From an optimization exercise on the open Yosys and OpenROAD flow, aimed at small area, a short achievable clock period and few clock cycles per item; shortcuts taken in it are not production practice.
At most, simulation tests tie the RTL to the original design; equivalence was not proved.
Only the layout flow was run in run 1; the RTL was not checked for function there.

## flow/design.v (module list and top-level ports; edited modules follow where they fit)
// module elastic_alu: 869 lines
module elastic_alu (
	input logic clk,
	input logic rst,
	input logic [31:0] lhs,
	input logic [3:0] lhs_op,
	input logic lhs_valid,
	output logic lhs_ready,
	input logic [31:0] rhs,
	input logic rhs_valid,
	output logic rhs_ready,
	output logic [31:0] result,
	output logic result_valid,
	input logic result_ready
);
  // ...
==> flow/run.sh <==
#!/bin/bash
# synth_recipe.tcl (not shown) runs the flow's synth.tcl, then flattens the netlist and writes it again
# the make line also repeats each setting of config.mk as NAME=value (left out here)
make -C /OpenROAD-flow-scripts/flow DESIGN_CONFIG=/design/flow/config.mk WORK_HOME=/design/flow/orfs CLKGATE_MAP_FILE= SYNTH_SCRIPT=/design/flow/synth_recipe.tcl finish
==> flow/config.mk <==
export PLATFORM = sky130hd
export DESIGN_NAME = elastic_alu
export DESIGN_NICKNAME = elastic_alu
export VERILOG_FILES = /design/flow/design.v
export SDC_FILE = /design/flow/constraint.sdc
export NUM_CORES = 4
export LEC_CHECK = 0
export ABC_CLOCK_PERIOD_IN_PS = 3500
export CAP_MARGIN = 20
export CORE_MARGIN = 2
export CORE_UTILIZATION = 40
export SETUP_SLACK_MARGIN = 5
export SLEW_MARGIN = 20
==> flow/constraint.sdc <==
create_clock -name core_clock -period 10.0 [get_ports {clk}]
set_input_delay 2.0000 -clock core_clock [delete_from_list [all_inputs] [get_ports {clk}]]
set_output_delay 2.0000 -clock core_clock [all_outputs]
set_load 0.01 [all_outputs]
==> results.cfg, run 1 <==
[synthesis]
synth.mux.area_fraction_pct = 0.661
synth_area_leaders = edfxtp_1 (31%), fa_1 (18%), xnor2_1 (9.9%), a22oi_1 (7.5%), ha_1 (6.5%)
postSynth.asyncResetShare_pct = 1.79
synth_area_um2 = 26300
synth.distinct_cells = 78
synth.largest_area_cell = edfxtp_1
synthSimpleGateAreaFrac_pct = 7.55

[layout]
buf_share_pct = 5.35
dominant_cells = multi-input gates
areaGrowthSynthToFinish_pct = 13.3
fillers = 6055
drive_above_1_share_pct = 8.15
diodes = 1
layout_common_cells = xnor2_1 (295), edfxtp_1 (274), a22oi_1 (261), inv_1 (253), fa_1 (234)

[route]
vias_per_cell = 5.77
first_pass_iters = 6
drc = 0
drtIter0Drc = 2035

[setup_path]
regToRegSetupSlack_ns = 5.03
crit_buf_inv = 0
cp-end-kind = register
cp.required_ns = 10.34
cpLargestDelayFamily = adder cells
worst_path_largest_cell_delay_ns = 0.58

[placed_design]
numPortBuffers = 107

[status]
status = finished clean

[clocking]
cts-hold-fix-buffers = 0
htree_levels = 1
cts_tree = done

[timing]
rsz0062_at_grt = true
worst_slack_ns = 5.03

[floorplan]
std_cell_rows = 93

[grt]
use_met1_pct = 30.1

[hold_path]
min_from = ov
hold_end = sv
==> module elastic_alu, before the edit <==
module elastic_alu (
	input logic clk,
	input logic rst,
	input logic [31:0] lhs,
	input logic [3:0] lhs_op,
	input logic lhs_valid,
	output logic lhs_ready,
	input logic [31:0] rhs,
	input logic rhs_valid,
	output logic rhs_ready,
	output logic [31:0] result,
	output logic result_valid,
	input logic result_ready
);
	logic d_mul, d_sh, d_one, d_addr, d_subr, d_and, d_or, d_xor, d_cin, d_sgn, d_rt, d_s;
	logic [1:0] d_ck;
	logic [31:0] d_l;
	always_comb begin
		d_mul = (lhs_op == 4'd2);
		d_sh = (lhs_op == 4'd6) | (lhs_op == 4'd7) | (lhs_op == 4'd8);
		d_rt = (lhs_op == 4'd7) | (lhs_op == 4'd8);
		d_s = (lhs_op == 4'd8) & lhs[31];
		d_addr = (lhs_op == 4'd0);
		d_subr = (lhs_op == 4'd1) | ((lhs_op >= 4'd9) & (lhs_op <= 4'd14));
		d_one = d_addr | d_subr;
		d_and = (lhs_op == 4'd3);
		d_or = (lhs_op == 4'd4);
		d_xor = (lhs_op == 4'd5);
		d_cin = (lhs_op == 4'd1) | (lhs_op == 4'd9) | (lhs_op == 4'd10) | (lhs_op == 4'd11) | (lhs_op == 4'd13);
		d_sgn = (lhs_op == 4'd13) | (lhs_op == 4'd14);
		d_ck = (lhs_op == 4'd9) ? 2'd1 : (lhs_op == 4'd10) ? 2'd2 :
			((lhs_op >= 4'd11) & (lhs_op <= 4'd14)) ? 2'd3 : 2'd0;
		for (int i = 0; i < 32; i++) begin
			d_l[i] = d_rt ? (lhs[31 - i] ^ d_s) : lhs[i];
		end
	end
	logic lv, rv, fire, adv;
	logic [31:0] a_l, a_r;
	logic a_mul, a_sh, a_one, a_addr, a_subr, a_and, a_or, a_xor, a_cin, a_sgn, a_rt, a_s;
	logic [1:0] a_ck;
	assign fire = lv & rv & adv;
	assign lhs_ready = ~lv | fire;
	assign rhs_ready = ~rv | fire;
	always_ff @(posedge clk or posedge rst) begin
		if (rst) begin
			lv <= 1'b0;
			rv <= 1'b0;
		end else begin
			if (lhs_ready) lv <= lhs_valid;
			if (rhs_ready) rv <= rhs_valid;
		end
	end
	always_ff @(posedge clk) begin
		if (lhs_ready) begin
			a_l <= d_l;
			a_mul <= d_mul;
			a_sh <= d_sh;
			a_one <= d_one;
			a_addr <= d_addr;
			a_subr <= d_subr;
			a_and <= d_and;
			a_or <= d_or;
			a_xor <= d_xor;
			a_cin <= d_cin;
			a_sgn <= d_sgn;
			a_rt <= d_rt;
			a_s <= d_s;
			a_ck <= d_ck;
		end
		if (rhs_ready) begin
			a_r <= rhs;
		end
	end
	logic [15:0] one, two, neg;
	logic x0, x32;
	logic [31:0] ad;
	logic [32:0] rr;
	assign rr = {a_r, 1'b0};
	always_comb begin
		for (int j = 0; j < 16; j++) begin
			if (a_mul) begin
				one[j] = rr[2*j+1] ^ rr[2*j];
				two[j] = (rr[2*j+2] & ~rr[2*j+1] & ~rr[2*j]) | (~rr[2*j+2] & rr[2*j+1] & rr[2*j]);
				neg[j] = rr[2*j+2];
			end else if (a_sh) begin
				one[j] = (a_r[4:1] == j) & ~a_r[0];
				two[j] = (a_r[4:1] == j) & a_r[0];
				neg[j] = 1'b0;
			end else begin
				one[j] = (j == 0) & a_one;
				two[j] = 1'b0;
				neg[j] = 1'b0;
			end
		end
		x0 = a_mul ? neg[0] : a_cin;
		x32 = (a_ck != 2'd0) & ~(a_sgn & (a_l[31] ^ a_r[31]));
		ad = ({32{a_addr}} & a_r) | ({32{a_subr}} & ~a_r) | ({32{a_and}} & (a_l & a_r)) |
			({32{a_or}} & (a_l | a_r)) | ({32{a_xor}} & (a_l ^ a_r));
	end
	logic [31:0] pp0, pp1, pp2, pp3, pp4, pp5, pp6, pp7, pp8, pp9, pp10, pp11, pp12, pp13, pp14, pp15;
	logic [32:0] ll;
	assign ll = {a_l, 1'b0};
	always_comb begin
		for (int i = 0; i < 32; i++) begin
			pp0[i] = ((one[0] & ll[i+1]) | (two[0] & ll[i])) ^ neg[0];
			pp1[i] = ((one[1] & ll[i+1]) | (two[1] & ll[i])) ^ neg[1];
			pp2[i] = ((one[2] & ll[i+1]) | (two[2] & ll[i])) ^ neg[2];
			pp3[i] = ((one[3] & ll[i+1]) | (two[3] & ll[i])) ^ neg[3];
			pp4[i] = ((one[4] & ll[i+1]) | (two[4] & ll[i])) ^ neg[4];
			pp5[i] = ((one[5] & ll[i+1]) | (two[5] & ll[i])) ^ neg[5];
			pp6[i] = ((one[6] & ll[i+1]) | (two[6] & ll[i])) ^ neg[6];
			pp7[i] = ((one[7] & ll[i+1]) | (two[7] & ll[i])) ^ neg[7];
			pp8[i] = ((one[8] & ll[i+1]) | (two[8] & ll[i])) ^ neg[8];
			pp9[i] = ((one[9] & ll[i+1]) | (two[9] & ll[i])) ^ neg[9];
			pp10[i] = ((one[10] & ll[i+1]) | (two[10] & ll[i])) ^ neg[10];
			pp11[i] = ((one[11] & ll[i+1]) | (two[11] & ll[i])) ^ neg[11];
			pp12[i] = ((one[12] & ll[i+1]) | (two[12] & ll[i])) ^ neg[12];
			pp13[i] = ((one[13] & ll[i+1]) | (two[13] & ll[i])) ^ neg[13];
			pp14[i] = ((one[14] & ll[i+1]) | (two[14] & ll[i])) ^ neg[14];
			pp15[i] = ((one[15] & ll[i+1]) | (two[15] & ll[i])) ^ neg[15];
		end
	end
	logic [32:0] tx, ty;
	logic t1, t2, t3, t4, t5, t6, t7, t8, t9, t10, t11, t12, t13, t14, t15, t16, t17, t18, t19, t20, t21, t22, t23, t24, t25, t26, t27, t28, t29, t30, t31, t32, t33, t34, t35, t36, t37, t38, t39, t40, t41, t42, t43, t44, t45, t46, t47, t48, t49, t50, t51, t52, t53, t54, t55, t56, t57, t58, t59, t60, t61, t62, t63, t64, t65, t66, t67, t68, t69, t70, t71, t72, t73, t74, t75, t76, t77, t78, t79, t80, t81, t82, t83, t84, t85, t86, t87, t88, t89, t90, t91, t92, t93, t94, t95, t96, t97, t98, t99, t100, t101, t102, t103, t104, t105, t106, t107, t108, t109, t110, t111, t112, t113, t114, t115, t116, t117, t118, t119, t120, t121, t122, t123, t124, t125, t126, t127, t128, t129, t130, t131, t132, t133, t134, t135, t136, t137, t138, t139, t140, t141, t142, t143, t144, t145, t146, t147, t148, t149, t150, t151, t152, t153, t154, t155, t156, t157, t158, t159, t160, t161, t162, t163, t164, t165, t166, t167, t168, t169, t170, t171, t172, t173, t174, t175, t176, t177, t178, t179, t180, t181, t182, t183, t184, t185, t186, t187, t188, t189, t190, t191, t192, t193, t194, t195, t196, t197, t198, t199, t200, t201, t202, t203, t204, t205, t206, t207, t208, t209, t210, t211, t212, t213, t214, t215, t216, t217, t218, t219, t220, t221, t222, t223, t224, t225, t226, t227, t228, t229, t230, t231, t232, t233, t234, t235, t236, t237, t238, t239, t240, t241, t242, t243, t244, t245, t246, t247, t248, t249, t250, t251, t252, t253, t254, t255, t256, t257, t258, t259, t260, t261, t262, t263, t264, t265, t266, t267, t268, t269, t270, t271, t272, t273, t274, t275, t276, t277, t278, t279, t280, t281, t282, t283, t284, t285, t286, t287, t288, t289, t290, t291, t292, t293, t294, t295, t296, t297, t298, t299, t300, t301, t302, t303, t304, t305, t306, t307, t308, t309, t310, t311, t312, t313, t314, t315, t316, t317, t318, t319, t320, t321, t322, t323, t324, t325, t326, t327, t328, t329, t330, t331, t332, t333, t334, t335, t336, t337, t338, t339, t340, t341, t342, t343, t344, t345, t346, t347, t348, t349, t350, t351, t352, t353, t354, t355, t356, t357, t358, t359, t360, t361, t362, t363, t364, t365, t366, t367, t368, t369, t370, t371, t372, t373, t374, t375, t376, t377, t378, t379, t380, t381, t382, t383, t384, t385, t386, t387, t388, t389, t390, t391, t392, t393, t394, t395, t396, t397, t398, t399, t400, t401, t402, t403, t404, t405, t406, t407, t408, t409, t410, t411, t412, t413, t414, t415, t416, t417, t418, t419, t420, t421, t422, t423, t424, t425, t426;
	assign t1 = pp0[22] ^ pp1[20];
	assign t2 = pp0[22] & pp1[20];
	assign t3 = pp0[23] ^ pp1[21];
	assign t4 = pp0[23] & pp1[21];
	assign t5 = pp0[24] ^ pp1[22] ^ pp2[20];
	assign t6 = (pp0[24] & pp1[22]) | (pp0[24] & pp2[20]) | (pp1[22] & pp2[20]);
	assign t7 = pp3[18] ^ pp4[16];
	assign t8 = pp3[18] & pp4[16];
	assign t9 = pp0[25] ^ pp1[23] ^ pp2[21];
	assign t10 = (pp0[25] & pp1[23]) | (pp0[25] & pp2[21]) | (pp1[23] & pp2[21]);
	assign t11 = pp3[19] ^ pp4[17];
	assign t12 = pp3[19] & pp4[17];
	assign t13 = pp0[26] ^ pp1[24] ^ pp2[22];
	assign t14 = (pp0[26] & pp1[24]) | (pp0[26] & pp2[22]) | (pp1[24] & pp2[22]);
	assign t15 = pp3[20] ^ pp4[18] ^ pp5[16];
	assign t16 = (pp3[20] & pp4[18]) | (pp3[20] & pp5[16]) | (pp4[18] & pp5[16]);
	assign t17 = pp6[14] ^ pp7[12];
	assign t18 = pp6[14] & pp7[12];
	assign t19 = pp0[27] ^ pp1[25] ^ pp2[23];
	assign t20 = (pp0[27] & pp1[25]) | (pp0[27] & pp2[23]) | (pp1[25] & pp2[23]);
	assign t21 = pp3[21] ^ pp4[19] ^ pp5[17];
	assign t22 = (pp3[21] & pp4[19]) | (pp3[21] & pp5[17]) | (pp4[19] & pp5[17]);
	assign t23 = pp6[15] ^ pp7[13];
	assign t24 = pp6[15] & pp7[13];
	assign t25 = pp0[28] ^ pp1[26] ^ pp2[24];
	assign t26 = (pp0[28] & pp1[26]) | (pp0[28] & pp2[24]) | (pp1[26] & pp2[24]);
	assign t27 = pp3[22] ^ pp4[20] ^ pp5[18];
	assign t28 = (pp3[22] & pp4[20]) | (pp3[22] & pp5[18]) | (pp4[20] & pp5[18]);
	assign t29 = pp6[16] ^ pp7[14] ^ pp8[12];
	assign t30 = (pp6[16] & pp7[14]) | (pp6[16] & pp8[12]) | (pp7[14] & pp8[12]);
	assign t31 = pp9[10] ^ pp10[8];
	assign t32 = pp9[10] & pp10[8];
	assign t33 = pp0[29] ^ pp1[27] ^ pp2[25];
	assign t34 = (pp0[29] & pp1[27]) | (pp0[29] & pp2[25]) | (pp1[27] & pp2[25]);
	assign t35 = pp3[23] ^ pp4[21] ^ pp5[19];
	assign t36 = (pp3[23] & pp4[21]) | (pp3[23] & pp5[19]) | (pp4[21] & pp5[19]);
	assign t37 = pp6[17] ^ pp7[15] ^ pp8[13];
	assign t38 = (pp6[17] & pp7[15]) | (pp6[17] & pp8[13]) | (pp7[15] & pp8[13]);
	assign t39 = pp9[11] ^ pp10[9];
	assign t40 = pp9[11] & pp10[9];
	assign t41 = pp0[30] ^ pp1[28] ^ pp2[26];
	assign t42 = (pp0[30] & pp1[28]) | (pp0[30] & pp2[26]) | (pp1[28] & pp2[26]);
	assign t43 = pp3[24] ^ pp4[22] ^ pp5[20];
	assign t44 = (pp3[24] & pp4[22]) | (pp3[24] & pp5[20]) | (pp4[22] & pp5[20]);
	assign t45 = pp6[18] ^ pp7[16] ^ pp8[14];
	assign t46 = (pp6[18] & pp7[16]) | (pp6[18] & pp8[14]) | (pp7[16] & pp8[14]);
	assign t47 = pp9[12] ^ pp10[10] ^ pp11[8];
	assign t48 = (pp9[12] & pp10[10]) | (pp9[12] & pp11[8]) | (pp10[10] & pp11[8]);
	assign t49 = pp12[6] ^ pp13[4];
	assign t50 = pp12[6] & pp13[4];
	assign t51 = pp0[31] ^ pp1[29] ^ pp2[27];
	assign t52 = (pp0[31] & pp1[29]) | (pp0[31] & pp2[27]) | (pp1[29] & pp2[27]);
	assign t53 = pp3[25] ^ pp4[23] ^ pp5[21];
	assign t54 = (pp3[25] & pp4[23]) | (pp3[25] & pp5[21]) | (pp4[23] & pp5[21]);
	assign t55 = pp6[19] ^ pp7[17] ^ pp8[15];
	assign t56 = (pp6[19] & pp7[17]) | (pp6[19] & pp8[15]) | (pp7[17] & pp8[15]);
	assign t57 = pp9[13] ^ pp10[11] ^ pp11[9];
	assign t58 = (pp9[13] & pp10[11]) | (pp9[13] & pp11[9]) | (pp10[11] & pp11[9]);
	assign t59 = pp12[7] ^ pp13[5];
	assign t60 = pp12[7] & pp13[5];
	assign t61 = pp0[14] ^ pp1[12];
	assign t62 = pp0[14] & pp1[12];
	assign t63 = pp0[15] ^ pp1[13];
	assign t64 = pp0[15] & pp1[13];
	assign t65 = pp0[16] ^ pp1[14] ^ pp2[12];
	assign t66 = (pp0[16] & pp1[14]) | (pp0[16] & pp2[12]) | (pp1[14] & pp2[12]);
	assign t67 = pp3[10] ^ pp4[8];
	assign t68 = pp3[10] & pp4[8];
	assign t69 = pp0[17] ^ pp1[15] ^ pp2[13];
	assign t70 = (pp0[17] & pp1[15]) | (pp0[17] & pp2[13]) | (pp1[15] & pp2[13]);
	assign t71 = pp3[11] ^ pp4[9];
	assign t72 = pp3[11] & pp4[9];
	assign t73 = pp0[18] ^ pp1[16] ^ pp2[14];
	assign t74 = (pp0[18] & pp1[16]) | (pp0[18] & pp2[14]) | (pp1[16] & pp2[14]);
	assign t75 = pp3[12] ^ pp4[10] ^ pp5[8];
	assign t76 = (pp3[12] & pp4[10]) | (pp3[12] & pp5[8]) | (pp4[10] & pp5[8]);
	assign t77 = pp6[6] ^ pp7[4];
	assign t78 = pp6[6] & pp7[4];
	assign t79 = pp0[19] ^ pp1[17] ^ pp2[15];
	assign t80 = (pp0[19] & pp1[17]) | (pp0[19] & pp2[15]) | (pp1[17] & pp2[15]);
	assign t81 = pp3[13] ^ pp4[11] ^ pp5[9];
	assign t82 = (pp3[13] & pp4[11]) | (pp3[13] & pp5[9]) | (pp4[11] & pp5[9]);
	assign t83 = pp6[7] ^ pp7[5];
	assign t84 = pp6[7] & pp7[5];
	assign t85 = pp0[20] ^ pp1[18] ^ pp2[16];
	assign t86 = (pp0[20] & pp1[18]) | (pp0[20] & pp2[16]) | (pp1[18] & pp2[16]);
	assign t87 = pp3[14] ^ pp4[12] ^ pp5[10];
	assign t88 = (pp3[14] & pp4[12]) | (pp3[14] & pp5[10]) | (pp4[12] & pp5[10]);
	assign t89 = pp6[8] ^ pp7[6] ^ pp8[4];
	assign t90 = (pp6[8] & pp7[6]) | (pp6[8] & pp8[4]) | (pp7[6] & pp8[4]);
	assign t91 = pp9[2] ^ pp10[0];
	assign t92 = pp9[2] & pp10[0];
	assign t93 = pp0[21] ^ pp1[19] ^ pp2[17];
	assign t94 = (pp0[21] & pp1[19]) | (pp0[21] & pp2[17]) | (pp1[19] & pp2[17]);
	assign t95 = pp3[15] ^ pp4[13] ^ pp5[11];
	assign t96 = (pp3[15] & pp4[13]) | (pp3[15] & pp5[11]) | (pp4[13] & pp5[11]);
	assign t97 = pp6[9] ^ pp7[7] ^ pp8[5];
	assign t98 = (pp6[9] & pp7[7]) | (pp6[9] & pp8[5]) | (pp7[7] & pp8[5]);
	assign t99 = pp9[3] ^ pp10[1];
	assign t100 = pp9[3] & pp10[1];
	assign t101 = t1 ^ pp2[18] ^ pp3[16];
	assign t102 = (t1 & pp2[18]) | (t1 & pp3[16]) | (pp2[18] & pp3[16]);
	assign t103 = pp4[14] ^ pp5[12] ^ pp6[10];
	assign t104 = (pp4[14] & pp5[12]) | (pp4[14] & pp6[10]) | (pp5[12] & pp6[10]);
	assign t105 = pp7[8] ^ pp8[6] ^ pp9[4];
	assign t106 = (pp7[8] & pp8[6]) | (pp7[8] & pp9[4]) | (pp8[6] & pp9[4]);
	assign t107 = pp10[2] ^ pp11[0] ^ neg[11];
	assign t108 = (pp10[2] & pp11[0]) | (pp10[2] & neg[11]) | (pp11[0] & neg[11]);
	assign t109 = t3 ^ pp2[19] ^ pp3[17];
	assign t110 = (t3 & pp2[19]) | (t3 & pp3[17]) | (pp2[19] & pp3[17]);
	assign t111 = pp4[15] ^ pp5[13] ^ pp6[11];
	assign t112 = (pp4[15] & pp5[13]) | (pp4[15] & pp6[11]) | (pp5[13] & pp6[11]);
	assign t113 = pp7[9] ^ pp8[7] ^ pp9[5];
	assign t114 = (pp7[9] & pp8[7]) | (pp7[9] & pp9[5]) | (pp8[7] & pp9[5]);
	assign t115 = pp10[3] ^ pp11[1] ^ ad[23];
	assign t116 = (pp10[3] & pp11[1]) | (pp10[3] & ad[23]) | (pp11[1] & ad[23]);
	assign t117 = t5 ^ t7 ^ pp5[14];
	assign t118 = (t5 & t7) | (t5 & pp5[14]) | (t7 & pp5[14]);
	assign t119 = pp6[12] ^ pp7[10] ^ pp8[8];
	assign t120 = (pp6[12] & pp7[10]) | (pp6[12] & pp8[8]) | (pp7[10] & pp8[8]);
	assign t121 = pp9[6] ^ pp10[4] ^ pp11[2];
	assign t122 = (pp9[6] & pp10[4]) | (pp9[6] & pp11[2]) | (pp10[4] & pp11[2]);
	assign t123 = pp12[0] ^ neg[12] ^ ad[24];
	assign t124 = (pp12[0] & neg[12]) | (pp12[0] & ad[24]) | (neg[12] & ad[24]);
	assign t125 = t9 ^ t11 ^ pp5[15];
	assign t126 = (t9 & t11) | (t9 & pp5[15]) | (t11 & pp5[15]);
	assign t127 = pp6[13] ^ pp7[11] ^ pp8[9];
	assign t128 = (pp6[13] & pp7[11]) | (pp6[13] & pp8[9]) | (pp7[11] & pp8[9]);
	assign t129 = pp9[7] ^ pp10[5] ^ pp11[3];
	assign t130 = (pp9[7] & pp10[5]) | (pp9[7] & pp11[3]) | (pp10[5] & pp11[3]);
	assign t131 = pp12[1] ^ ad[25] ^ t6;
	assign t132 = (pp12[1] & ad[25]) | (pp12[1] & t6) | (ad[25] & t6);
	assign t133 = t13 ^ t15 ^ t17;
	assign t134 = (t13 & t15) | (t13 & t17) | (t15 & t17);
	assign t135 = pp8[10] ^ pp9[8] ^ pp10[6];
	assign t136 = (pp8[10] & pp9[8]) | (pp8[10] & pp10[6]) | (pp9[8] & pp10[6]);
	assign t137 = pp11[4] ^ pp12[2] ^ pp13[0];
	assign t138 = (pp11[4] & pp12[2]) | (pp11[4] & pp13[0]) | (pp12[2] & pp13[0]);
	assign t139 = neg[13] ^ ad[26] ^ t10;
	assign t140 = (neg[13] & ad[26]) | (neg[13] & t10) | (ad[26] & t10);
	assign t141 = t19 ^ t21 ^ t23;
	assign t142 = (t19 & t21) | (t19 & t23) | (t21 & t23);
	assign t143 = pp8[11] ^ pp9[9] ^ pp10[7];
	assign t144 = (pp8[11] & pp9[9]) | (pp8[11] & pp10[7]) | (pp9[9] & pp10[7]);
	assign t145 = pp11[5] ^ pp12[3] ^ pp13[1];
	assign t146 = (pp11[5] & pp12[3]) | (pp11[5] & pp13[1]) | (pp12[3] & pp13[1]);
	assign t147 = ad[27] ^ t14 ^ t16;
	assign t148 = (ad[27] & t14) | (ad[27] & t16) | (t14 & t16);
	assign t149 = t25 ^ t27 ^ t29;
	assign t150 = (t25 & t27) | (t25 & t29) | (t27 & t29);
	assign t151 = t31 ^ pp11[6] ^ pp12[4];
	assign t152 = (t31 & pp11[6]) | (t31 & pp12[4]) | (pp11[6] & pp12[4]);
	assign t153 = pp13[2] ^ pp14[0] ^ neg[14];
	assign t154 = (pp13[2] & pp14[0]) | (pp13[2] & neg[14]) | (pp14[0] & neg[14]);
	assign t155 = ad[28] ^ t20 ^ t22;
	assign t156 = (ad[28] & t20) | (ad[28] & t22) | (t20 & t22);
	assign t157 = t33 ^ t35 ^ t37;
	assign t158 = (t33 & t35) | (t33 & t37) | (t35 & t37);
	assign t159 = t39 ^ pp11[7] ^ pp12[5];
	assign t160 = (t39 & pp11[7]) | (t39 & pp12[5]) | (pp11[7] & pp12[5]);
	assign t161 = pp13[3] ^ pp14[1] ^ ad[29];
	assign t162 = (pp13[3] & pp14[1]) | (pp13[3] & ad[29]) | (pp14[1] & ad[29]);
	assign t163 = t26 ^ t28 ^ t30;
	assign t164 = (t26 & t28) | (t26 & t30) | (t28 & t30);
	assign t165 = t41 ^ t43 ^ t45;
	assign t166 = (t41 & t43) | (t41 & t45) | (t43 & t45);
	assign t167 = t47 ^ t49 ^ pp14[2];
	assign t168 = (t47 & t49) | (t47 & pp14[2]) | (t49 & pp14[2]);
	assign t169 = pp15[0] ^ neg[15] ^ ad[30];
	assign t170 = (pp15[0] & neg[15]) | (pp15[0] & ad[30]) | (neg[15] & ad[30]);
	assign t171 = t34 ^ t36 ^ t38;
	assign t172 = (t34 & t36) | (t34 & t38) | (t36 & t38);
	assign t173 = t51 ^ t53 ^ t55;
	assign t174 = (t51 & t53) | (t51 & t55) | (t53 & t55);
	assign t175 = t57 ^ t59 ^ pp14[3];
	assign t176 = (t57 & t59) | (t57 & pp14[3]) | (t59 & pp14[3]);
	assign t177 = pp15[1] ^ ad[31] ^ t42;
	assign t178 = (pp15[1] & ad[31]) | (pp15[1] & t42) | (ad[31] & t42);
	assign t179 = t44 ^ t46 ^ t48;
	assign t180 = (t44 & t46) | (t44 & t48) | (t46 & t48);
	assign t181 = x32 ^ t52;
	assign t182 = pp0[8] ^ pp1[6];
	assign t183 = pp0[8] & pp1[6];
	assign t184 = pp0[9] ^ pp1[7];
	assign t185 = pp0[9] & pp1[7];
	assign t186 = pp0[10] ^ pp1[8] ^ pp2[6];
	assign t187 = (pp0[10] & pp1[8]) | (pp0[10] & pp2[6]) | (pp1[8] & pp2[6]);
	assign t188 = pp3[4] ^ pp4[2];
	assign t189 = pp3[4] & pp4[2];
	assign t190 = pp0[11] ^ pp1[9] ^ pp2[7];
	assign t191 = (pp0[11] & pp1[9]) | (pp0[11] & pp2[7]) | (pp1[9] & pp2[7]);
	assign t192 = pp3[5] ^ pp4[3];
	assign t193 = pp3[5] & pp4[3];
	assign t194 = pp0[12] ^ pp1[10] ^ pp2[8];
	assign t195 = (pp0[12] & pp1[10]) | (pp0[12] & pp2[8]) | (pp1[10] & pp2[8]);
	assign t196 = pp3[6] ^ pp4[4] ^ pp5[2];
	assign t197 = (pp3[6] & pp4[4]) | (pp3[6] & pp5[2]) | (pp4[4] & pp5[2]);
	assign t198 = pp6[0] ^ neg[6];
	assign t199 = pp6[0] & neg[6];
	assign t200 = pp0[13] ^ pp1[11] ^ pp2[9];
	assign t201 = (pp0[13] & pp1[11]) | (pp0[13] & pp2[9]) | (pp1[11] & pp2[9]);
	assign t202 = pp3[7] ^ pp4[5] ^ pp5[3];
	assign t203 = (pp3[7] & pp4[5]) | (pp3[7] & pp5[3]) | (pp4[5] & pp5[3]);
	assign t204 = pp6[1] ^ ad[13];
	assign t205 = pp6[1] & ad[13];
	assign t206 = t61 ^ pp2[10] ^ pp3[8];
	assign t207 = (t61 & pp2[10]) | (t61 & pp3[8]) | (pp2[10] & pp3[8]);
	assign t208 = pp4[6] ^ pp5[4] ^ pp6[2];
	assign t209 = (pp4[6] & pp5[4]) | (pp4[6] & pp6[2]) | (pp5[4] & pp6[2]);
	assign t210 = pp7[0] ^ neg[7] ^ ad[14];
	assign t211 = (pp7[0] & neg[7]) | (pp7[0] & ad[14]) | (neg[7] & ad[14]);
	assign t212 = t63 ^ pp2[11] ^ pp3[9];
	assign t213 = (t63 & pp2[11]) | (t63 & pp3[9]) | (pp2[11] & pp3[9]);
	assign t214 = pp4[7] ^ pp5[5] ^ pp6[3];
	assign t215 = (pp4[7] & pp5[5]) | (pp4[7] & pp6[3]) | (pp5[5] & pp6[3]);
	assign t216 = pp7[1] ^ ad[15] ^ t62;
	assign t217 = (pp7[1] & ad[15]) | (pp7[1] & t62) | (ad[15] & t62);
	assign t218 = t65 ^ t67 ^ pp5[6];
	assign t219 = (t65 & t67) | (t65 & pp5[6]) | (t67 & pp5[6]);
	assign t220 = pp6[4] ^ pp7[2] ^ pp8[0];
	assign t221 = (pp6[4] & pp7[2]) | (pp6[4] & pp8[0]) | (pp7[2] & pp8[0]);
	assign t222 = neg[8] ^ ad[16] ^ t64;
	assign t223 = (neg[8] & ad[16]) | (neg[8] & t64) | (ad[16] & t64);
	assign t224 = t69 ^ t71 ^ pp5[7];
	assign t225 = (t69 & t71) | (t69 & pp5[7]) | (t71 & pp5[7]);
	assign t226 = pp6[5] ^ pp7[3] ^ pp8[1];
	assign t227 = (pp6[5] & pp7[3]) | (pp6[5] & pp8[1]) | (pp7[3] & pp8[1]);
	assign t228 = ad[17] ^ t66 ^ t68;
	assign t229 = (ad[17] & t66) | (ad[17] & t68) | (t66 & t68);
	assign t230 = t73 ^ t75 ^ t77;
	assign t231 = (t73 & t75) | (t73 & t77) | (t75 & t77);
	assign t232 = pp8[2] ^ pp9[0] ^ neg[9];
	assign t233 = (pp8[2] & pp9[0]) | (pp8[2] & neg[9]) | (pp9[0] & neg[9]);
	assign t234 = ad[18] ^ t70 ^ t72;
	assign t235 = (ad[18] & t70) | (ad[18] & t72) | (t70 & t72);
	assign t236 = t79 ^ t81 ^ t83;
	assign t237 = (t79 & t81) | (t79 & t83) | (t81 & t83);
	assign t238 = pp8[3] ^ pp9[1] ^ ad[19];
	assign t239 = (pp8[3] & pp9[1]) | (pp8[3] & ad[19]) | (pp9[1] & ad[19]);
	assign t240 = t74 ^ t76 ^ t78;
	assign t241 = (t74 & t76) | (t74 & t78) | (t76 & t78);
	assign t242 = t85 ^ t87 ^ t89;
	assign t243 = (t85 & t87) | (t85 & t89) | (t87 & t89);
	assign t244 = t91 ^ neg[10] ^ ad[20];
	assign t245 = (t91 & neg[10]) | (t91 & ad[20]) | (neg[10] & ad[20]);
	assign t246 = t80 ^ t82 ^ t84;
	assign t247 = (t80 & t82) | (t80 & t84) | (t82 & t84);
	assign t248 = t93 ^ t95 ^ t97;
	assign t249 = (t93 & t95) | (t93 & t97) | (t95 & t97);
	assign t250 = t99 ^ ad[21] ^ t86;
	assign t251 = (t99 & ad[21]) | (t99 & t86) | (ad[21] & t86);
	assign t252 = t88 ^ t90 ^ t92;
	assign t253 = (t88 & t90) | (t88 & t92) | (t90 & t92);
	assign t254 = t101 ^ t103 ^ t105;
	assign t255 = (t101 & t103) | (t101 & t105) | (t103 & t105);
	assign t256 = t107 ^ ad[22] ^ t94;
	assign t257 = (t107 & ad[22]) | (t107 & t94) | (ad[22] & t94);
	assign t258 = t96 ^ t98 ^ t100;
	assign t259 = (t96 & t98) | (t96 & t100) | (t98 & t100);
	assign t260 = t109 ^ t111 ^ t113;
	assign t261 = (t109 & t111) | (t109 & t113) | (t111 & t113);
	assign t262 = t115 ^ t2 ^ t102;
	assign t263 = (t115 & t2) | (t115 & t102) | (t2 & t102);
	assign t264 = t104 ^ t106 ^ t108;
	assign t265 = (t104 & t106) | (t104 & t108) | (t106 & t108);
	assign t266 = t117 ^ t119 ^ t121;
	assign t267 = (t117 & t119) | (t117 & t121) | (t119 & t121);
	assign t268 = t123 ^ t4 ^ t110;
	assign t269 = (t123 & t4) | (t123 & t110) | (t4 & t110);
	assign t270 = t112 ^ t114 ^ t116;
	assign t271 = (t112 & t114) | (t112 & t116) | (t114 & t116);
	assign t272 = t125 ^ t127 ^ t129;
	assign t273 = (t125 & t127) | (t125 & t129) | (t127 & t129);
	assign t274 = t131 ^ t8 ^ t118;
	assign t275 = (t131 & t8) | (t131 & t118) | (t8 & t118);
	assign t276 = t120 ^ t122 ^ t124;
	assign t277 = (t120 & t122) | (t120 & t124) | (t122 & t124);
	assign t278 = t133 ^ t135 ^ t137;
	assign t279 = (t133 & t135) | (t133 & t137) | (t135 & t137);
	assign t280 = t139 ^ t12 ^ t126;
	assign t281 = (t139 & t12) | (t139 & t126) | (t12 & t126);
	assign t282 = t128 ^ t130 ^ t132;
	assign t283 = (t128 & t130) | (t128 & t132) | (t130 & t132);
	assign t284 = t141 ^ t143 ^ t145;
	assign t285 = (t141 & t143) | (t141 & t145) | (t143 & t145);
	assign t286 = t147 ^ t18 ^ t134;
	assign t287 = (t147 & t18) | (t147 & t134) | (t18 & t134);
	assign t288 = t136 ^ t138 ^ t140;
	assign t289 = (t136 & t138) | (t136 & t140) | (t138 & t140);
	assign t290 = t149 ^ t151 ^ t153;
	assign t291 = (t149 & t151) | (t149 & t153) | (t151 & t153);
	assign t292 = t155 ^ t24 ^ t142;
	assign t293 = (t155 & t24) | (t155 & t142) | (t24 & t142);
	assign t294 = t144 ^ t146 ^ t148;
	assign t295 = (t144 & t146) | (t144 & t148) | (t146 & t148);
	assign t296 = t157 ^ t159 ^ t161;
	assign t297 = (t157 & t159) | (t157 & t161) | (t159 & t161);
	assign t298 = t163 ^ t32 ^ t150;
	assign t299 = (t163 & t32) | (t163 & t150) | (t32 & t150);
	assign t300 = t152 ^ t154 ^ t156;
	assign t301 = (t152 & t154) | (t152 & t156) | (t154 & t156);
	assign t302 = t165 ^ t167 ^ t169;
	assign t303 = (t165 & t167) | (t165 & t169) | (t167 & t169);
	assign t304 = t171 ^ t40 ^ t158;
	assign t305 = (t171 & t40) | (t171 & t158) | (t40 & t158);
	assign t306 = t160 ^ t162 ^ t164;
	assign t307 = (t160 & t162) | (t160 & t164) | (t162 & t164);
	assign t308 = t173 ^ t175 ^ t177;
	assign t309 = (t173 & t175) | (t173 & t177) | (t175 & t177);
	assign t310 = t179 ^ t50 ^ t166;
	assign t311 = (t179 & t50) | (t179 & t166) | (t50 & t166);
	assign t312 = t168 ^ t170 ^ t172;
	assign t313 = (t168 & t170) | (t168 & t172) | (t170 & t172);
	assign t314 = t181 ^ t54 ^ t56;
	assign t315 = t58 ^ t60 ^ t174;
	assign t316 = t176 ^ t178 ^ t180;
	assign t317 = pp0[4] ^ pp1[2];
	assign t318 = pp0[4] & pp1[2];
	assign t319 = pp0[5] ^ pp1[3];
	assign t320 = pp0[5] & pp1[3];
	assign t321 = pp0[6] ^ pp1[4] ^ pp2[2];
	assign t322 = (pp0[6] & pp1[4]) | (pp0[6] & pp2[2]) | (pp1[4] & pp2[2]);
	assign t323 = pp3[0] ^ neg[3];
	assign t324 = pp3[0] & neg[3];
	assign t325 = pp0[7] ^ pp1[5] ^ pp2[3];
	assign t326 = (pp0[7] & pp1[5]) | (pp0[7] & pp2[3]) | (pp1[5] & pp2[3]);
	assign t327 = pp3[1] ^ ad[7];
	assign t328 = pp3[1] & ad[7];
	assign t329 = t182 ^ pp2[4] ^ pp3[2];
	assign t330 = (t182 & pp2[4]) | (t182 & pp3[2]) | (pp2[4] & pp3[2]);
	assign t331 = pp4[0] ^ neg[4] ^ ad[8];
	assign t332 = (pp4[0] & neg[4]) | (pp4[0] & ad[8]) | (neg[4] & ad[8]);
	assign t333 = t184 ^ pp2[5] ^ pp3[3];
	assign t334 = (t184 & pp2[5]) | (t184 & pp3[3]) | (pp2[5] & pp3[3]);
	assign t335 = pp4[1] ^ ad[9] ^ t183;
	assign t336 = (pp4[1] & ad[9]) | (pp4[1] & t183) | (ad[9] & t183);
	assign t337 = t186 ^ t188 ^ pp5[0];
	assign t338 = (t186 & t188) | (t186 & pp5[0]) | (t188 & pp5[0]);
	assign t339 = neg[5] ^ ad[10] ^ t185;
	assign t340 = (neg[5] & ad[10]) | (neg[5] & t185) | (ad[10] & t185);
	assign t341 = t190 ^ t192 ^ pp5[1];
	assign t342 = (t190 & t192) | (t190 & pp5[1]) | (t192 & pp5[1]);
	assign t343 = ad[11] ^ t187 ^ t189;
	assign t344 = (ad[11] & t187) | (ad[11] & t189) | (t187 & t189);
	assign t345 = t194 ^ t196 ^ t198;
	assign t346 = (t194 & t196) | (t194 & t198) | (t196 & t198);
	assign t347 = ad[12] ^ t191 ^ t193;
	assign t348 = (ad[12] & t191) | (ad[12] & t193) | (t191 & t193);
	assign t349 = t200 ^ t202 ^ t204;
	assign t350 = (t200 & t202) | (t200 & t204) | (t202 & t204);
	assign t351 = t195 ^ t197 ^ t199;
	assign t352 = (t195 & t197) | (t195 & t199) | (t197 & t199);
	assign t353 = t206 ^ t208 ^ t210;
	assign t354 = (t206 & t208) | (t206 & t210) | (t208 & t210);
	assign t355 = t201 ^ t203 ^ t205;
	assign t356 = (t201 & t203) | (t201 & t205) | (t203 & t205);
	assign t357 = t212 ^ t214 ^ t216;
	assign t358 = (t212 & t214) | (t212 & t216) | (t214 & t216);
	assign t359 = t207 ^ t209 ^ t211;
	assign t360 = (t207 & t209) | (t207 & t211) | (t209 & t211);
	assign t361 = t218 ^ t220 ^ t222;
	assign t362 = (t218 & t220) | (t218 & t222) | (t220 & t222);
	assign t363 = t213 ^ t215 ^ t217;
	assign t364 = (t213 & t215) | (t213 & t217) | (t215 & t217);
	assign t365 = t224 ^ t226 ^ t228;
	assign t366 = (t224 & t226) | (t224 & t228) | (t226 & t228);
	assign t367 = t219 ^ t221 ^ t223;
	assign t368 = (t219 & t221) | (t219 & t223) | (t221 & t223);
	assign t369 = t230 ^ t232 ^ t234;
	assign t370 = (t230 & t232) | (t230 & t234) | (t232 & t234);
	assign t371 = t225 ^ t227 ^ t229;
	assign t372 = (t225 & t227) | (t225 & t229) | (t227 & t229);
	assign t373 = t236 ^ t238 ^ t240;
	assign t374 = (t236 & t238) | (t236 & t240) | (t238 & t240);
	assign t375 = t231 ^ t233 ^ t235;
	assign t376 = (t231 & t233) | (t231 & t235) | (t233 & t235);
	assign t377 = t242 ^ t244 ^ t246;
	assign t378 = (t242 & t244) | (t242 & t246) | (t244 & t246);
	assign t379 = t237 ^ t239 ^ t241;
	assign t380 = (t237 & t239) | (t237 & t241) | (t239 & t241);
	assign t381 = t248 ^ t250 ^ t252;
	assign t382 = (t248 & t250) | (t248 & t252) | (t250 & t252);
	assign t383 = t243 ^ t245 ^ t247;
	assign t384 = (t243 & t245) | (t243 & t247) | (t245 & t247);
	assign t385 = t254 ^ t256 ^ t258;
	assign t386 = (t254 & t256) | (t254 & t258) | (t256 & t258);
	assign t387 = t249 ^ t251 ^ t253;
	assign t388 = (t249 & t251) | (t249 & t253) | (t251 & t253);
	assign t389 = t260 ^ t262 ^ t264;
	assign t390 = (t260 & t262) | (t260 & t264) | (t262 & t264);
	assign t391 = t255 ^ t257 ^ t259;
	assign t392 = (t255 & t257) | (t255 & t259) | (t257 & t259);
	assign t393 = t266 ^ t268 ^ t270;
	assign t394 = (t266 & t268) | (t266 & t270) | (t268 & t270);
	assign t395 = t261 ^ t263 ^ t265;
	assign t396 = (t261 & t263) | (t261 & t265) | (t263 & t265);
	assign t397 = t272 ^ t274 ^ t276;
	assign t398 = (t272 & t274) | (t272 & t276) | (t274 & t276);
	assign t399 = t267 ^ t269 ^ t271;
	assign t400 = (t267 & t269) | (t267 & t271) | (t269 & t271);
	assign t401 = t278 ^ t280 ^ t282;
	assign t402 = (t278 & t280) | (t278 & t282) | (t280 & t282);
	assign t403 = t273 ^ t275 ^ t277;
	assign t404 = (t273 & t275) | (t273 & t277) | (t275 & t277);
	assign t405 = t284 ^ t286 ^ t288;
	assign t406 = (t284 & t286) | (t284 & t288) | (t286 & t288);
	assign t407 = t279 ^ t281 ^ t283;
	assign t408 = (t279 & t281) | (t279 & t283) | (t281 & t283);
	assign t409 = t290 ^ t292 ^ t294;
	assign t410 = (t290 & t292) | (t290 & t294) | (t292 & t294);
	assign t411 = t285 ^ t287 ^ t289;
	assign t412 = (t285 & t287) | (t285 & t289) | (t287 & t289);
	assign t413 = t296 ^ t298 ^ t300;
	assign t414 = (t296 & t298) | (t296 & t300) | (t298 & t300);
	assign t415 = t291 ^ t293 ^ t295;
	assign t416 = (t291 & t293) | (t291 & t295) | (t293 & t295);
	assign t417 = t302 ^ t304 ^ t306;
	assign t418 = (t302 & t304) | (t302 & t306) | (t304 & t306);
	assign t419 = t297 ^ t299 ^ t301;
	assign t420 = (t297 & t299) | (t297 & t301) | (t299 & t301);
	assign t421 = t308 ^ t310 ^ t312;
	assign t422 = (t308 & t310) | (t308 & t312) | (t310 & t312);
	assign t423 = t303 ^ t305 ^ t307;
	assign t424 = (t303 & t305) | (t303 & t307) | (t305 & t307);
	assign t425 = t314 ^ t315 ^ t316;
	assign t426 = t309 ^ t311 ^ t313;
	logic q0_0, q0_1, q0_2, q1_0, q1_1, q2_0, q2_1, q2_2, q2_3, q3_0, q3_1, q3_2, q4_0, q4_1, q4_2, q4_3, q5_0, q5_1, q5_2, q5_3, q6_0, q6_1, q6_2, q6_3, q7_0, q7_1, q7_2, q7_3, q8_0, q8_1, q8_2, q8_3, q9_0, q9_1, q9_2, q9_3, q10_0, q10_1, q10_2, q10_3, q11_0, q11_1, q11_2, q11_3, q12_0, q12_1, q12_2, q12_3, q13_0, q13_1, q13_2, q13_3, q14_0, q14_1, q14_2, q14_3, q15_0, q15_1, q15_2, q15_3, q16_0, q16_1, q16_2, q16_3, q17_0, q17_1, q17_2, q17_3, q18_0, q18_1, q18_2, q18_3, q19_0, q19_1, q19_2, q19_3, q20_0, q20_1, q20_2, q20_3, q21_0, q21_1, q21_2, q21_3, q22_0, q22_1, q22_2, q22_3, q23_0, q23_1, q23_2, q23_3, q24_0, q24_1, q24_2, q24_3, q25_0, q25_1, q25_2, q25_3, q26_0, q26_1, q26_2, q26_3, q27_0, q27_1, q27_2, q27_3, q28_0, q28_1, q28_2, q28_3, q29_0, q29_1, q29_2, q29_3, q30_0, q30_1, q30_2, q30_3, q31_0, q31_1, q31_2, q31_3, q32_0, q32_1, q32_2, q32_3;
	always_ff @(posedge clk) begin
		if (adv) begin
			q0_0 <= pp0[0];
			q0_1 <= x0;
			q0_2 <= ad[0];
			q1_0 <= pp0[1];
			q1_1 <= ad[1];
			q2_0 <= pp0[2];
			q2_1 <= pp1[0];
			q2_2 <= neg[1];
			q2_3 <= ad[2];
			q3_0 <= pp0[3];
			q3_1 <= pp1[1];
			q3_2 <= ad[3];
			q4_0 <= t317;
			q4_1 <= pp2[0];
			q4_2 <= neg[2];
			q4_3 <= ad[4];
			q5_0 <= t319;
			q5_1 <= pp2[1];
			q5_2 <= ad[5];
			q5_3 <= t318;
			q6_0 <= t321;
			q6_1 <= t323;
			q6_2 <= ad[6];
			q6_3 <= t320;
			q7_0 <= t325;
			q7_1 <= t327;
			q7_2 <= t322;
			q7_3 <= t324;
			q8_0 <= t329;
			q8_1 <= t331;
			q8_2 <= t326;
			q8_3 <= t328;
			q9_0 <= t333;
			q9_1 <= t335;
			q9_2 <= t330;
			q9_3 <= t332;
			q10_0 <= t337;
			q10_1 <= t339;
			q10_2 <= t334;
			q10_3 <= t336;
			q11_0 <= t341;
			q11_1 <= t343;
			q11_2 <= t338;
			q11_3 <= t340;
			q12_0 <= t345;
			q12_1 <= t347;
			q12_2 <= t342;
			q12_3 <= t344;
			q13_0 <= t349;
			q13_1 <= t351;
			q13_2 <= t346;
			q13_3 <= t348;
			q14_0 <= t353;
			q14_1 <= t355;
			q14_2 <= t350;
			q14_3 <= t352;
			q15_0 <= t357;
			q15_1 <= t359;
			q15_2 <= t354;
			q15_3 <= t356;
			q16_0 <= t361;
			q16_1 <= t363;
			q16_2 <= t358;
			q16_3 <= t360;
			q17_0 <= t365;
			q17_1 <= t367;
			q17_2 <= t362;
			q17_3 <= t364;
			q18_0 <= t369;
			q18_1 <= t371;
			q18_2 <= t366;
			q18_3 <= t368;
			q19_0 <= t373;
			q19_1 <= t375;
			q19_2 <= t370;
			q19_3 <= t372;
			q20_0 <= t377;
			q20_1 <= t379;
			q20_2 <= t374;
			q20_3 <= t376;
			q21_0 <= t381;
			q21_1 <= t383;
			q21_2 <= t378;
			q21_3 <= t380;
			q22_0 <= t385;
			q22_1 <= t387;
			q22_2 <= t382;
			q22_3 <= t384;
			q23_0 <= t389;
			q23_1 <= t391;
			q23_2 <= t386;
			q23_3 <= t388;
			q24_0 <= t393;
			q24_1 <= t395;
			q24_2 <= t390;
			q24_3 <= t392;
			q25_0 <= t397;
			q25_1 <= t399;
			q25_2 <= t394;
			q25_3 <= t396;
			q26_0 <= t401;
			q26_1 <= t403;
			q26_2 <= t398;
			q26_3 <= t400;
			q27_0 <= t405;
			q27_1 <= t407;
			q27_2 <= t402;
			q27_3 <= t404;
			q28_0 <= t409;
			q28_1 <= t411;
			q28_2 <= t406;
			q28_3 <= t408;
			q29_0 <= t413;
			q29_1 <= t415;
			q29_2 <= t410;
			q29_3 <= t412;
			q30_0 <= t417;
			q30_1 <= t419;
			q30_2 <= t414;
			q30_3 <= t416;
			q31_0 <= t421;
			q31_1 <= t423;
			q31_2 <= t418;
			q31_3 <= t420;
			q32_0 <= t425;
			q32_1 <= t426;
			q32_2 <= t422;
			q32_3 <= t424;
		end
	end
	logic u1, u2, u3, u4, u5, u6, u7, u8, u9, u10, u11, u12, u13, u14, u15, u16, u17, u18, u19, u20, u21, u22, u23, u24, u25, u26, u27, u28, u29, u30, u31, u32, u33, u34, u35, u36, u37, u38, u39, u40, u41, u42, u43, u44, u45, u46, u47, u48, u49, u50, u51, u52, u53, u54, u55, u56, u57, u58, u59, u60, u61, u62, u63, u64, u65, u66, u67, u68, u69, u70, u71, u72, u73, u74, u75, u76, u77, u78, u79, u80, u81, u82, u83, u84, u85, u86, u87, u88, u89, u90, u91, u92, u93, u94, u95, u96, u97, u98, u99, u100, u101, u102, u103, u104, u105, u106, u107, u108, u109, u110, u111, u112, u113, u114, u115, u116, u117, u118, u119, u120, u121, u122, u123, u124, u125, u126;
	assign u1 = q2_0 ^ q2_1;
	assign u2 = q2_0 & q2_1;
	assign u3 = q3_0 ^ q3_1;
	assign u4 = q3_0 & q3_1;
	assign u5 = q4_0 ^ q4_1 ^ q4_2;
	assign u6 = (q4_0 & q4_1) | (q4_0 & q4_2) | (q4_1 & q4_2);
	assign u7 = q5_0 ^ q5_1 ^ q5_2;
	assign u8 = (q5_0 & q5_1) | (q5_0 & q5_2) | (q5_1 & q5_2);
	assign u9 = q6_0 ^ q6_1 ^ q6_2;
	assign u10 = (q6_0 & q6_1) | (q6_0 & q6_2) | (q6_1 & q6_2);
	assign u11 = q7_0 ^ q7_1 ^ q7_2;
	assign u12 = (q7_0 & q7_1) | (q7_0 & q7_2) | (q7_1 & q7_2);
	assign u13 = q8_0 ^ q8_1 ^ q8_2;
	assign u14 = (q8_0 & q8_1) | (q8_0 & q8_2) | (q8_1 & q8_2);
	assign u15 = q9_0 ^ q9_1 ^ q9_2;
	assign u16 = (q9_0 & q9_1) | (q9_0 & q9_2) | (q9_1 & q9_2);
	assign u17 = q10_0 ^ q10_1 ^ q10_2;
	assign u18 = (q10_0 & q10_1) | (q10_0 & q10_2) | (q10_1 & q10_2);
	assign u19 = q11_0 ^ q11_1 ^ q11_2;
	assign u20 = (q11_0 & q11_1) | (q11_0 & q11_2) | (q11_1 & q11_2);
	assign u21 = q12_0 ^ q12_1 ^ q12_2;
	assign u22 = (q12_0 & q12_1) | (q12_0 & q12_2) | (q12_1 & q12_2);
	assign u23 = q13_0 ^ q13_1 ^ q13_2;
	assign u24 = (q13_0 & q13_1) | (q13_0 & q13_2) | (q13_1 & q13_2);
	assign u25 = q14_0 ^ q14_1 ^ q14_2;
	assign u26 = (q14_0 & q14_1) | (q14_0 & q14_2) | (q14_1 & q14_2);
	assign u27 = q15_0 ^ q15_1 ^ q15_2;
	assign u28 = (q15_0 & q15_1) | (q15_0 & q15_2) | (q15_1 & q15_2);
	assign u29 = q16_0 ^ q16_1 ^ q16_2;
	assign u30 = (q16_0 & q16_1) | (q16_0 & q16_2) | (q16_1 & q16_2);
	assign u31 = q17_0 ^ q17_1 ^ q17_2;
	assign u32 = (q17_0 & q17_1) | (q17_0 & q17_2) | (q17_1 & q17_2);
	assign u33 = q18_0 ^ q18_1 ^ q18_2;
	assign u34 = (q18_0 & q18_1) | (q18_0 & q18_2) | (q18_1 & q18_2);
	assign u35 = q19_0 ^ q19_1 ^ q19_2;
	assign u36 = (q19_0 & q19_1) | (q19_0 & q19_2) | (q19_1 & q19_2);
	assign u37 = q20_0 ^ q20_1 ^ q20_2;
	assign u38 = (q20_0 & q20_1) | (q20_0 & q20_2) | (q20_1 & q20_2);
	assign u39 = q21_0 ^ q21_1 ^ q21_2;
	assign u40 = (q21_0 & q21_1) | (q21_0 & q21_2) | (q21_1 & q21_2);
	assign u41 = q22_0 ^ q22_1 ^ q22_2;
	assign u42 = (q22_0 & q22_1) | (q22_0 & q22_2) | (q22_1 & q22_2);
	assign u43 = q23_0 ^ q23_1 ^ q23_2;
	assign u44 = (q23_0 & q23_1) | (q23_0 & q23_2) | (q23_1 & q23_2);
	assign u45 = q24_0 ^ q24_1 ^ q24_2;
	assign u46 = (q24_0 & q24_1) | (q24_0 & q24_2) | (q24_1 & q24_2);
	assign u47 = q25_0 ^ q25_1 ^ q25_2;
	assign u48 = (q25_0 & q25_1) | (q25_0 & q25_2) | (q25_1 & q25_2);
	assign u49 = q26_0 ^ q26_1 ^ q26_2;
	assign u50 = (q26_0 & q26_1) | (q26_0 & q26_2) | (q26_1 & q26_2);
	assign u51 = q27_0 ^ q27_1 ^ q27_2;
	assign u52 = (q27_0 & q27_1) | (q27_0 & q27_2) | (q27_1 & q27_2);
	assign u53 = q28_0 ^ q28_1 ^ q28_2;
	assign u54 = (q28_0 & q28_1) | (q28_0 & q28_2) | (q28_1 & q28_2);
	assign u55 = q29_0 ^ q29_1 ^ q29_2;
	assign u56 = (q29_0 & q29_1) | (q29_0 & q29_2) | (q29_1 & q29_2);
	assign u57 = q30_0 ^ q30_1 ^ q30_2;
	assign u58 = (q30_0 & q30_1) | (q30_0 & q30_2) | (q30_1 & q30_2);
	assign u59 = q31_0 ^ q31_1 ^ q31_2;
	assign u60 = (q31_0 & q31_1) | (q31_0 & q31_2) | (q31_1 & q31_2);
	assign u61 = q32_0 ^ q32_1 ^ q32_2;
	assign u62 = q0_0 ^ q0_1;
	assign u63 = q0_0 & q0_1;
	assign u64 = q1_0 ^ q1_1;
	assign u65 = q1_0 & q1_1;
	assign u66 = u1 ^ q2_2 ^ q2_3;
	assign u67 = (u1 & q2_2) | (u1 & q2_3) | (q2_2 & q2_3);
	assign u68 = u3 ^ q3_2 ^ u2;
	assign u69 = (u3 & q3_2) | (u3 & u2) | (q3_2 & u2);
	assign u70 = u5 ^ q4_3 ^ u4;
	assign u71 = (u5 & q4_3) | (u5 & u4) | (q4_3 & u4);
	assign u72 = u7 ^ q5_3 ^ u6;
	assign u73 = (u7 & q5_3) | (u7 & u6) | (q5_3 & u6);
	assign u74 = u9 ^ q6_3 ^ u8;
	assign u75 = (u9 & q6_3) | (u9 & u8) | (q6_3 & u8);
	assign u76 = u11 ^ q7_3 ^ u10;
	assign u77 = (u11 & q7_3) | (u11 & u10) | (q7_3 & u10);
	assign u78 = u13 ^ q8_3 ^ u12;
	assign u79 = (u13 & q8_3) | (u13 & u12) | (q8_3 & u12);
	assign u80 = u15 ^ q9_3 ^ u14;
	assign u81 = (u15 & q9_3) | (u15 & u14) | (q9_3 & u14);
	assign u82 = u17 ^ q10_3 ^ u16;
	assign u83 = (u17 & q10_3) | (u17 & u16) | (q10_3 & u16);
	assign u84 = u19 ^ q11_3 ^ u18;
	assign u85 = (u19 & q11_3) | (u19 & u18) | (q11_3 & u18);
	assign u86 = u21 ^ q12_3 ^ u20;
	assign u87 = (u21 & q12_3) | (u21 & u20) | (q12_3 & u20);
	assign u88 = u23 ^ q13_3 ^ u22;
	assign u89 = (u23 & q13_3) | (u23 & u22) | (q13_3 & u22);
	assign u90 = u25 ^ q14_3 ^ u24;
	assign u91 = (u25 & q14_3) | (u25 & u24) | (q14_3 & u24);
	assign u92 = u27 ^ q15_3 ^ u26;
	assign u93 = (u27 & q15_3) | (u27 & u26) | (q15_3 & u26);
	assign u94 = u29 ^ q16_3 ^ u28;
	assign u95 = (u29 & q16_3) | (u29 & u28) | (q16_3 & u28);
	assign u96 = u31 ^ q17_3 ^ u30;
	assign u97 = (u31 & q17_3) | (u31 & u30) | (q17_3 & u30);
	assign u98 = u33 ^ q18_3 ^ u32;
	assign u99 = (u33 & q18_3) | (u33 & u32) | (q18_3 & u32);
	assign u100 = u35 ^ q19_3 ^ u34;
	assign u101 = (u35 & q19_3) | (u35 & u34) | (q19_3 & u34);
	assign u102 = u37 ^ q20_3 ^ u36;
	assign u103 = (u37 & q20_3) | (u37 & u36) | (q20_3 & u36);
	assign u104 = u39 ^ q21_3 ^ u38;
	assign u105 = (u39 & q21_3) | (u39 & u38) | (q21_3 & u38);
	assign u106 = u41 ^ q22_3 ^ u40;
	assign u107 = (u41 & q22_3) | (u41 & u40) | (q22_3 & u40);
	assign u108 = u43 ^ q23_3 ^ u42;
	assign u109 = (u43 & q23_3) | (u43 & u42) | (q23_3 & u42);
	assign u110 = u45 ^ q24_3 ^ u44;
	assign u111 = (u45 & q24_3) | (u45 & u44) | (q24_3 & u44);
	assign u112 = u47 ^ q25_3 ^ u46;
	assign u113 = (u47 & q25_3) | (u47 & u46) | (q25_3 & u46);
	assign u114 = u49 ^ q26_3 ^ u48;
	assign u115 = (u49 & q26_3) | (u49 & u48) | (q26_3 & u48);
	assign u116 = u51 ^ q27_3 ^ u50;
	assign u117 = (u51 & q27_3) | (u51 & u50) | (q27_3 & u50);
	assign u118 = u53 ^ q28_3 ^ u52;
	assign u119 = (u53 & q28_3) | (u53 & u52) | (q28_3 & u52);
	assign u120 = u55 ^ q29_3 ^ u54;
	assign u121 = (u55 & q29_3) | (u55 & u54) | (q29_3 & u54);
	assign u122 = u57 ^ q30_3 ^ u56;
	assign u123 = (u57 & q30_3) | (u57 & u56) | (q30_3 & u56);
	assign u124 = u59 ^ q31_3 ^ u58;
	assign u125 = (u59 & q31_3) | (u59 & u58) | (q31_3 & u58);
	assign u126 = u61 ^ q32_3 ^ u60;
	assign tx = {u126, u124, u122, u120, u118, u116, u114, u112, u110, u108, u106, u104, u102, u100, u98, u96, u94, u92, u90, u88, u86, u84, u82, u80, u78, u76, u74, u72, u70, u68, u66, u64, u62};
	assign ty = {u125, u123, u121, u119, u117, u115, u113, u111, u109, u107, u105, u103, u101, u99, u97, u95, u93, u91, u89, u87, u85, u83, u81, u79, u77, u75, u73, u71, u69, u67, u65, u63, q0_2};
	logic bv;
	logic b_rt, b_s;
	logic [1:0] b_ck;
	always_ff @(posedge clk or posedge rst) begin
		if (rst) begin
			bv <= 1'b0;
		end else if (adv) begin
			bv <= fire;
		end
	end
	always_ff @(posedge clk) begin
		if (adv) begin
			b_rt <= a_rt;
			b_s <= a_s;
			b_ck <= a_ck;
		end
	end
	logic [32:0] sum;
	logic zero, flag;
	logic [31:0] res;
	assign sum = tx + ty;
	assign zero = (sum[31:0] == 32'd0);
	assign flag = (b_ck == 2'd1) ? zero : (b_ck == 2'd2) ? ~zero : sum[32];
	always_comb begin
		for (int i = 0; i < 32; i++) begin
			res[i] = b_rt ? (sum[31 - i] ^ b_s) : sum[i];
		end
		if (b_ck != 2'd0) res = {31'd0, flag};
	end
	logic ov, sv, take;
	logic [31:0] o_d, s_d;
	assign adv = ~sv;
	assign take = ov & result_ready;
	assign result_valid = ov;
	assign result = o_d;
	always_ff @(posedge clk or posedge rst) begin
		if (rst) begin
			ov <= 1'b0;
			sv <= 1'b0;
		end else if (sv) begin
			if (take) sv <= 1'b0;
		end else if (bv) begin
			if (ov & ~take) sv <= 1'b1;
			else ov <= 1'b1;
		end else if (take) begin
			ov <= 1'b0;
		end
	end
	always_ff @(posedge clk) begin
		if (sv) begin
			if (take) o_d <= s_d;
		end else begin
			s_d <= res;
			if (bv & (~ov | take)) o_d <= res;
		end
	end
endmodule
==> run 2: changes to the inputs <==
--- a/flow/design.v
+++ b/flow/design.v
@@ -47,3 +47,3 @@
 		d_rt = (lhs_op == 4'd7) | (lhs_op == 4'd8);
-		d_s = (lhs_op == 4'd8) & lhs[31];
+		d_s = (lhs_op == 4'd8) & lhs[31];   
 		d_addr = (lhs_op == 4'd0);
@@ -59,3 +59,3 @@
 		for (int i = 0; i < 32; i++) begin
-			d_l[i] = d_rt ? (lhs[31 - i] ^ d_s) : lhs[i];
+			d_l[i] = d_rt ? lhs[31 - i] : lhs[i];
 		end
@@ -101,4 +101,5 @@
 	logic x0, x32;
-	logic [31:0] ad;
+	logic [31:0] ad, fill;
 	logic [32:0] rr;
+	logic eq;
 	assign rr = {a_r, 1'b0};
@@ -122,4 +123,8 @@
 		x32 = (a_ck != 2'd0) & ~(a_sgn & (a_l[31] ^ a_r[31]));
+		for (int i = 0; i < 32; i++) begin
+			fill[i] = a_s & (i < a_r[4:0]);
+		end
 		ad = ({32{a_addr}} & a_r) | ({32{a_subr}} & ~a_r) | ({32{a_and}} & (a_l & a_r)) |
-			({32{a_or}} & (a_l | a_r)) | ({32{a_xor}} & (a_l ^ a_r));
+			({32{a_or}} & (a_l | a_r)) | ({32{a_xor}} & (a_l ^ a_r)) | fill;
+		eq = (a_l == a_r);
 	end
@@ -839,4 +844,3 @@
 	logic bv;
-	logic b_rt, b_s;
-	logic [1:0] b_ck;
+	logic b_rt, b_cmp, b_sg, b_eq;
 	always_ff @(posedge clk or posedge rst) begin
@@ -851,4 +855,5 @@
 			b_rt <= a_rt;
-			b_s <= a_s;
-			b_ck <= a_ck;
+			b_cmp <= (a_ck != 2'd0);
+			b_sg <= (a_ck == 2'd3);
+			b_eq <= (a_ck == 2'd1) ? eq : ~eq;
 		end
@@ -856,12 +861,9 @@
 	logic [32:0] sum;
-	logic zero, flag;
 	logic [31:0] res;
 	assign sum = tx + ty;
-	assign zero = (sum[31:0] == 32'd0);
-	assign flag = (b_ck == 2'd1) ? zero : (b_ck == 2'd2) ? ~zero : sum[32];
 	always_comb begin
 		for (int i = 0; i < 32; i++) begin
-			res[i] = b_rt ? (sum[31 - i] ^ b_s) : sum[i];
+			res[i] = ~b_cmp & (b_rt ? sum[31 - i] : sum[i]);
 		end
-		if (b_ck != 2'd0) res = {31'd0, flag};
+		res[0] = b_cmp ? (b_sg ? sum[32] : b_eq) : b_rt ? sum[31] : sum[0];
 	end
--- a/flow/config.mk
+++ b/flow/config.mk
@@ -7,3 +7,2 @@
 export LEC_CHECK = 0
-export ABC_CLOCK_PERIOD_IN_PS = 3500
 export CAP_MARGIN = 20
==> results.cfg, run 2 <==
[timing]
hold_violations = 0
fmax_ghz = 0.206
finalCriticalPeriod_ns = 4.87
skew_ns = 0.0319
slew_viol_final = 0
slew_headroom_pct = 19.5
finalSetupTns_ns = 0
rsz0062_at_grt = false
worst_slew_pin_slew_ns = 1.21
finalCritPeriodShare_pct = 48.7
finalSetupViolCount = 0

[synthesis]
yosys_warnings = 1
synth_area_leaders = edfxtp_1 (32%), fa_1 (18%), xnor2_1 (8.0%), a22oi_1 (7.9%), ha_1 (6.6%)
syn_inst = 2491
postSynth.asyncResetShare_pct = 1.79
synth_common_cells = inv_1 (318), a22oi_1 (274), edfxtp_1 (274), xnor2_1 (237), fa_1 (234)
yosysMostFrequentCell = inv_1
syn_area_per_cell_um2 = 10.4
synth.distinct_cells = 69
yosysSeqAreaShare_pct = 32.2
synth_edf_count = 274
synth_seq_cells = 279
synth.top_cell.area_share_pct = 31.7
synth.largest_area_cell = edfxtp_1
synth-main-ff-cell = edfxtp_1
synth_area_um2 = 26000
syn-num-nets = 2936

[route]
wl_per_cell_um = 25.9
dr_total_vias = 19900
vias_per_cell = 5.88
first_pass_iters = 6
drtIter0Drc = 1964
drc = 0
final_antenna_net_count = 0
wl_mm = 87.6

[setup_path]
worstSetupPathType = register to register
cp-end-kind = register
cp_max_fo = 28
cp_slowest_cell = fa_1
path_cells = nand2b_1, nor2_2, and2_1, a22o_1, buf_4, a22oi_1, xnor2_1, fa_1, inv_1, fa_1, inv_1, fa_1, fa_1
cpLargestDelayFamily = adder cells
arrival_ns = 5.16
worst_path_largest_cell_delay_ns = 0.54
cp.required_ns = 10.29
crit_top_cell = fa_1
cp-start-kind = register
crit_buf_inv = 3

[clocking]
htree_levels = 2
clockRootBuffer = clkbuf_16
clock-sinks = 279
cts_tree = done
path_clk_slew_ns = 0.06
clockBufferDepth = 3
worstSkewPairLatency_ns = 0.57
cts_buffers = 35
cts-hold-fix-buffers = 0

[layout]
drive_above_1_share_pct = 6.89
areaGrowthSynthToFinish_pct = 12.0
fillers = 6011
final_common_cell = inv_1
design_area_um2 = 29100
layout_common_cells = inv_1 (317), a22oi_1 (274), edfxtp_1 (274), xnor2_1 (237), fa_1 (234)
final_nets = 2946

[status]
status = finished clean

[placed_design]
place_area_um2 = 27800
place_congestion = 0.964
numPortBuffers = 107
place_hpwl_mm = 61.1

[grt]
grt_remaining_overflow = 0
antenna_found_initial = 2
grtUsageTotal_pct = 26.0
grt_max_degree = 73
grt_pass1_vias = 20300
grt_pass1_wl_mm = 129

[hold_path]
min_path_type = register to register

[floorplan]
chipHeight_um = 259
io_pins = 108
std_cell_rows = 93
die_w_um = 259
core-area_um2 = 64300
design.die.area_um2 = 67000
start_util_pct = 40.4

[flow_run]
max_cap_viol_count = 0
-- run 2: changes by cell type after synthesis, moves of 16 or more --
cell      delta
a21oi_1     -27
clkbuf_1    -16
inv_1       +65
mux2_2      +23
mux2i_1     +22
nand2_1     -30
nor2_1      -49
o21ai_0     +23
o31ai_1     -18
xnor2_1     -61
-- run 2: path summary, 6_finish.rpt --
path | startpoint | endpoint | slack [ns] | depth (start not counted)
max | a_r[0] | q24_0 | 5.13 | 13
max reg2reg | a_r[0] | q24_0 | 5.13 | 13
max in group asynchronous | rst | sv | 8.21 | 2
min | ov | sv | 0.51 | 1
min reg2reg | ov | sv | 0.51 | 1
min in group asynchronous | rst | lv | 1.62 | 2
-- run 2: kinds of logic after synthesis --
logic type | share of synthesized area [%]
compound gates | 16.1
xor+xnor | 11.0
fa+ha+maj | 24.7
buf+inv | 7.50
flops | 32.2
mux | 2.52
simple gates | 6.01
-- run 2: timing repair --
action | in CTS | in global routing
cloned | 0 | 1
setup buffers | 0 | 5
setup endpoints to repair | 38 | 30
resized for setup | 6 | 13
-- run 2: worst reg2reg max path, stage by stage, from the launching register on --
cell,delay [ns]
edfxtp_1,0.53
nand2b_1,0.24
nor2_2,0.30
and2_1,0.39
a22o_1,0.19
buf_4,0.40
a22oi_1,0.18
xnor2_1,0.20
fa_1,0.51
inv_1,0.06
fa_1,0.54
inv_1,0.06
fa_1,0.50
fa_1,0.47
-- run 2: layout make-up --
class	count	area (um^2)	share of cell area (%)
Multi-Input combinational cell	1701	15800	54.5
Antenna cell	1	2.50	0.00861
Clock buffer	43	906	3.12
Timing Repair Buffer	160	1480	5.09
Tap cell	855	1070	3.68
Sequential cell	279	8350	28.7
Clock inverter	17	200	0.689
Inverter	324	1230	4.23
-- run 2: metrics by stage --
stage	util (%)	cells	worst slack, ns	hold slack, ns
final	45.2	3380	5.13	0.514
after global routing	45.2	3379	4.99	0.540
after CTS	45.0	3373	5.01	0.523
after detailed placement	43.3	3313	4.60	0.508
after global placement	43.3	3313	4.73	0.491
after floorplan	-	2491	5.22	0.400
-- run 2: per-layer routing --
layer  global-route usage [%]  routed length (um)
met1                     33.4               34900
met2                     41.9               40100
met3                     4.84                7940
met4                     13.5                4680
met5                        0                   0
Testbench counts of run 2, summed over its fixed seeds: cycles 16,024, items 16,000.

## re-timing with driven ports
How much do the figures lean on ideal ports? The routed layouts below were timed once more, with nothing changed but the port constraints. Step 1 assumes that a clkbuf_16 drives the clock port and a buf_2 every other input. Step 2 moves the port delays by t, midway between the first and last clock arrival at a register: inputs arrive t later, outputs are due t later. That takes back most of the time a late clock gives input paths. a / b / c = ideal ports / drivers / drivers and shift; a / b = the first two.
run	shift t [ns]	setup slack, ns	clock arrival spread, ns	worst data-port slew with drivers (ns)
run 1	0.666	5.031 / 5.031 / 5.031	0.029 / 0.028	0.05
run 2	0.618	5.134 / 5.134 / 5.134	0.032 / 0.032	0.07
After both steps every run listed still meets setup and hold.
